This design comes from an exercise in tuning for small area, a short achievable clock period and few clock cycles on the open sky130 flow, not from production work.
Only simulation tests tie the RTL to the original design; equivalence was not proved.

## acc_top
module acc_top #(
  parameter int ADDR_WIDTH = acc_pkg::ADDR_WIDTH_DEF,
  parameter int CNT_WIDTH  = acc_pkg::CNT_WIDTH_DEF
) (
  input  logic                  ap_clk,
  input  logic                  ap_rst_n,
  input  logic                  ap_start,
  output logic                  ap_idle,
  output logic                  ap_ready,
  output logic                  ap_done,
  input  logic [ADDR_WIDTH-1:0] ifm_addr_base,
  input  logic [ADDR_WIDTH-1:0] wgt_addr_base,
  input  logic [ADDR_WIDTH-1:0] ofm_addr_base,
  input  logic [CNT_WIDTH-1:0]  cfg_ci,
  input  logic [CNT_WIDTH-1:0]  cfg_co,
  output logic                  ifm_rd_req,
  output logic [ADDR_WIDTH-1:0] ifm_rd_addr,
  input  logic                  ifm_rd_valid,
  input  acc_pkg::word_t        ifm_rd_data,
  output logic                  wgt_rd_req,
  output logic [ADDR_WIDTH-1:0] wgt_rd_addr,
  input  logic                  wgt_rd_valid,
  input  acc_pkg::word_t        wgt_rd_data,
  output logic                  ofm_wr_req,
  output logic [ADDR_WIDTH-1:0] ofm_wr_addr,
  output acc_pkg::word_t        ofm_wr_data,
  input  logic                  ofm_wr_ack
);
export LEC_CHECK = 0
export CAP_MARGIN = 20
export CORE_MARGIN = 2
export CORE_UTILIZATION = 40
export SLEW_MARGIN = 20
create_clock -name core_clock -period 12.5 [get_ports {ap_clk}]
standard.sh (not shown) runs the stock make flow with config.mk's settings and CLKGATE_MAP_FILE= SYNTH_SCRIPT=/design/flow/synth_recipe.tcl, a recipe that flattens the netlist after the stock synthesis.
==> flow/flow/run.sh <==
#!/bin/bash
# Layout flow: the standard ORFS flow (standard synthesis unchanged), with
#  - port buffers made from plain buf cells instead of the default delay-buffer
#    cells (every port still gets its own buffer),
#  - repair_timing asked for extra setup slack so the resizer works the
#    input/output paths below the clock period.
# Each tool's full output stays in orfs/logs; make's output goes to flow.log.
set -euo pipefail
PORT_BUF=${PORT_BUF:-sky130_fd_sc_hd__buf_1}
MARGIN=${MARGIN:-7}
bash standard.sh "BUFFER_PORTS_ARGS=-buffer_cell $PORT_BUF" "SETUP_SLACK_MARGIN=$MARGIN" finish > flow.log 2>&1
The first run passed the timing, DRC and antenna checks.
Testbench counts at the start, summed over its fixed seeds: cycles 59,110.
Change:
- CORE_UTILIZATION: 40 -> 60
- CTS_BUF_LIST: not set -> sky130_fd_sc_hd__clkbuf_16
- CTS_CLUSTER_DIAMETER: not set -> 100
- CTS_CLUSTER_SIZE: not set -> 25
Result: Setup slack stays flat; area after synthesis does not change; final cell count fell by roughly a tenth; wire length fell by a few percent.
Change:
==> flow/run.sh (new file) <==
#!/bin/bash
# synth_recipe.tcl (not shown) runs the flow's synth.tcl, then flattens the netlist and writes it again
# the make line also repeats each setting of config.mk as NAME=value (left out here)
make -C /OpenROAD-flow-scripts/flow DESIGN_CONFIG=/design/flow/config.mk WORK_HOME=/design/flow/orfs CLKGATE_MAP_FILE= SYNTH_SCRIPT=/design/flow/synth_recipe.tcl finish
- SETUP_SLACK_MARGIN: not set -> 5
removed: flow/flow/run.sh
removed: flow/standard.sh
Global-route usage climbs by 0.64 points.
Area after synthesis stays the same.
Die area does not change.
Design area rose by about 5%.
Hold slack gets worse by 17 ps.
Wire length came out higher by about 1.1%.
Core utilization goes up by 3.5 points.
Via count hardly moves.
Register-to-register slack loses 260 ps.
Change:
==> flow/flow/run.sh (new file) <==
#!/bin/bash
# Layout flow: the standard ORFS flow (standard synthesis unchanged), with
#  - port buffers made from plain buf cells instead of the default delay-buffer
#    cells (every port still gets its own buffer),
#  - repair_timing asked for extra setup slack so the resizer works the
#    input/output paths below the clock period.
# Each tool's full output stays in orfs/logs; make's output goes to flow.log.
set -euo pipefail
PORT_BUF=${PORT_BUF:-sky130_fd_sc_hd__buf_1}
MARGIN=${MARGIN:-6.8}
bash standard.sh "BUFFER_PORTS_ARGS=-buffer_cell $PORT_BUF" "SETUP_SLACK_MARGIN=$MARGIN" finish > flow.log 2>&1
==> flow/standard.sh (new file) <==
#!/bin/bash
# synth_recipe.tcl (not shown) runs the flow's synth.tcl, then flattens the netlist and writes it again
# the make line also repeats each setting of config.mk as NAME=value (left out here)
make -C /OpenROAD-flow-scripts/flow DESIGN_CONFIG=/design/flow/config.mk WORK_HOME=/design/flow/orfs CLKGATE_MAP_FILE= SYNTH_SCRIPT=/design/flow/synth_recipe.tcl "${@:-finish}"
- SETUP_SLACK_MARGIN: 5 -> not set
- TNS_END_PERCENT: not set -> 5
removed: flow/run.sh
Effect: The new run went through all stages and came out clean. Wire length shrinks by 3.9%. Core utilization falls by 5.3 points. Synthesized area stays the same. Worst setup slack improves by 1300 ps. Clock-buffer cell count is unchanged. Die area stays the same. Cell count went up by 0.36%. Non-clock buffer count grows by 11. Cell area fell by 7.2%. Sequential share of layout area is higher by 2.7 points.
Change:
- TNS_END_PERCENT: 5 -> not set
Critical path depth does not change.
Via count barely changes.
First-iteration DRC count is about the same.
Setup slack is better by 5.2 ps.
Change:
- CORE_UTILIZATION: 60 -> 40
- CTS_BUF_LIST: sky130_fd_sc_hd__clkbuf_16 -> sky130_fd_sc_hd__clkbuf_8
- CTS_CLUSTER_DIAMETER: 100 -> 60
- CTS_CLUSTER_SIZE: 25 -> 12
Global-route usage shrinks by 8.1 points. Worst setup slack got worse by 6.7 ps. Fmax stays flat. Routed wire length went up by about 6%. Non-clock buffer count grows by 3. Clock skew went up by 10 ps.


run A:
acc_top again, from the RTL that the note above started with.
clock: 12.5 ns
lec_check: 0
cap_margin: 20
core_margin: 2
core_utilization: 40
cts_buf_list: sky130_fd_sc_hd__clkbuf_16
cts_cluster_diameter: 100
cts_cluster_size: 25
slew_margin: 20
==> flow/flow/run.sh <==
#!/bin/bash
# Layout flow: the standard ORFS flow (standard synthesis unchanged), with
#  - port buffers made from plain buf cells instead of the default delay-buffer
#    cells (every port still gets its own buffer),
#  - repair_timing asked for extra setup slack so the resizer works the
#    input/output paths below the clock period.
# Each tool's full output stays in orfs/logs; make's output goes to flow.log.
set -euo pipefail
PORT_BUF=${PORT_BUF:-sky130_fd_sc_hd__buf_1}
MARGIN=${MARGIN:-6.8}
bash standard.sh "BUFFER_PORTS_ARGS=-buffer_cell $PORT_BUF" "SETUP_SLACK_MARGIN=$MARGIN" finish > flow.log 2>&1
Testbench counts of run A, summed over its fixed seeds: cycles 59,110.
Inputs modified between run A and run B:
- changing SLEW_MARGIN from 20 to 5
- changing CORE_UTILIZATION from 40 to 60
- changing CAP_MARGIN from 20 to 5
Findings:
- Relative to run A, via count of the first global-routing pass has gone down in run B.
- Compared with run A, in run B global-route total usage across every layer grew by 8.4 points; via count shrank by 119.
- Run B against run A; final cell count is down by a little under 10%.
- Sequential share of layout area: lower on run A
- Status: worst path setup slack after routing parity (run A, run B)
- Run B against run A: final routed wirelength across all metal layers -2500 um; xor/xnor cell area share of the yosys netlist about even; worst hold slack after final layout up 0.035 ns; per-cell routed wire length went up 4.0%.
What run C does differently from run B at the input level:
- SLEW_MARGIN changed from 5 to 20
- CAP_MARGIN changed from 5 to 20
- CORE_UTILIZATION changed from 60 to 40
-- flow/flow/run.sh --
<<< run B, line 8
set -euo pipefail
PORT_BUF=${PORT_BUF:-sky130_fd_sc_hd__buf_1}
MARGIN=${MARGIN:-6.8}
bash standard.sh "BUFFER_PORTS_ARGS=-buffer_cell $PORT_BUF" "SETUP_SLACK_MARGIN=$MARGIN" finish > flow.log 2>&1
>>> run C, line 8
set -euo pipefail
PORT_BUF=${PORT_BUF:-sky130_fd_sc_hd__buf_1}
MARGIN=${MARGIN:-6.5}
bash standard.sh "BUFFER_PORTS_ARGS=-buffer_cell $PORT_BUF" "SETUP_SLACK_MARGIN=$MARGIN" finish > flow.log 2>&1
### Flow results
- Global-route met2 utilization (run C over run B): decrease, 15 points
- Looking at worst setup slack after placement across both flows, run C is the weaker of the two, with run B ahead.
- [run C] fmax fell 6.0 MHz relative to run B
- Per the final summary, run C finished and its layout is clean on timing, DRC and antenna.
- Taking run B as the reference, in run C die area up about 50%; worst clock skew on the final layout up 0.014 ns; post-CTS setup buffer count down 8.


Another version of the RTL of acc_top (not shown whole).
Size in the first run: about 300 flip-flops, roughly 320 I/O pins, roughly 0.021 mm^2 of cells after synthesis.
==> flow/config.mk <==
export PLATFORM = sky130hd
export DESIGN_NAME = acc_top
export DESIGN_NICKNAME = acc_top
export VERILOG_FILES = /design/flow/design.v
export SDC_FILE = /design/flow/constraint.sdc
export NUM_CORES = 4
export LEC_CHECK = 0
export CAP_MARGIN = 20
export CORE_MARGIN = 2
export CORE_UTILIZATION = 40
export CTS_BUF_LIST = sky130_fd_sc_hd__clkbuf_4 sky130_fd_sc_hd__clkbuf_8
export SLEW_MARGIN = 20
==> flow/constraint.sdc <==
create_clock -name core_clock -period 12.5 [get_ports {ap_clk}]
set_input_delay 2.5000 -clock core_clock [delete_from_list [all_inputs] [get_ports {ap_clk}]]
set_output_delay 2.5000 -clock core_clock [all_outputs]
set_load 0.01 [all_outputs]
==> flow/flow/run.sh <==
#!/bin/bash
# Layout flow: the standard ORFS flow (standard synthesis unchanged), with
#  - port buffers made from plain buf cells instead of the default delay-buffer
#    cells (every port still gets its own buffer),
#  - repair_timing asked for extra setup slack so the resizer works the
#    input/output paths below the clock period.
# Each tool's full output stays in orfs/logs; make's output goes to flow.log.
set -euo pipefail
PORT_BUF=${PORT_BUF:-sky130_fd_sc_hd__buf_1}
MARGIN=${MARGIN:-7}
bash standard.sh "BUFFER_PORTS_ARGS=-buffer_cell $PORT_BUF" "SETUP_SLACK_MARGIN=$MARGIN" finish > flow.log 2>&1
Testbench counts at the start, summed over its fixed seeds: cycles 61,514.
Rerun with:
--- a/flow/flow/run.sh
+++ b/flow/flow/run.sh
@@ -8,4 +8,4 @@
 set -euo pipefail
 PORT_BUF=${PORT_BUF:-sky130_fd_sc_hd__buf_1}
-MARGIN=${MARGIN:-7}
+MARGIN=${MARGIN:-6.8}
 bash standard.sh "BUFFER_PORTS_ARGS=-buffer_cell $PORT_BUF" "SETUP_SLACK_MARGIN=$MARGIN" finish > flow.log 2>&1
CTS_BUF_LIST = not set   (was sky130_fd_sc_hd__clkbuf_4 sky130_fd_sc_hd__clkbuf_8)
The new run ran to the end with no violations.
Non-clock buffer count shrinks by 40.
Maximum frequency hardly moves.
Clock skew shrinks by 0.015 ns.

==> what the ideal ports hide <==
The flow's constraints put no driver on any port. The routed layouts listed below were extracted and timed again, unchanged, in two steps.
Step 1 assumes that a clkbuf_16 drives the clock port and a buf_2 every other input.
Step 2 times the ports against the registers' clock, not the clock port: input delays grow and output delays shrink by t, the midpoint of the rising clock arrivals with the driver on.
Slacks: ideal / step 1 / step 2; pairs: ideal / step 1.
run | t, ns | slack for setup (ns) | clock arrival spread, ns | worst register clock-pin slew, ns | pins driven straight from the clock port
the first run of note 1 | 0.598 | 6.762 / 6.716 / 6.716 | 0.024 / 0.024 | 0.06 / 0.06 | 1
the second run of note 1 | 0.574 | 6.760 / 6.720 / 6.186 | 0.033 / 0.034 | 0.11 / 0.11 | 1
the third run of note 1 | 0.583 | 5.432 / 5.383 / 5.383 | 0.048 / 0.048 | 0.12 / 0.12 | 1
the fourth run of note 1 | 0.575 | 6.765 / 6.708 / 6.708 | 0.038 / 0.038 | 0.11 / 0.11 | 1
the fifth run of note 1 | 0.573 | 6.770 / 6.715 / 6.715 | 0.034 / 0.034 | 0.10 / 0.10 | 1
the sixth run of note 1 | 0.657 | 6.763 / 6.710 / 6.710 | 0.042 / 0.043 | 0.09 / 0.09 | 1
run A | 0.597 | 6.769 / 6.714 / 6.714 | 0.047 / 0.047 | 0.11 / 0.11 | 1
run B | 0.573 | 6.770 / 6.715 / 6.715 | 0.034 / 0.034 | 0.10 / 0.10 | 1
run C | 0.596 | 6.567 / 6.532 / 6.532 | 0.048 / 0.048 | 0.11 / 0.11 | 1
the first run of note 3 | 0.699 | 6.846 / 6.789 / 6.789 | 0.054 / 0.054 | 0.07 / 0.07 | 1
the second run of note 3 | 0.609 | 6.836 / 6.783 / 6.783 | 0.036 / 0.036 | 0.06 / 0.06 | 1
After both steps every run listed still meets setup and hold. For the second run of note 1, which loses most, drivers alone change the setup slack by -0.040 ns; drivers and shift together by -0.574 ns.
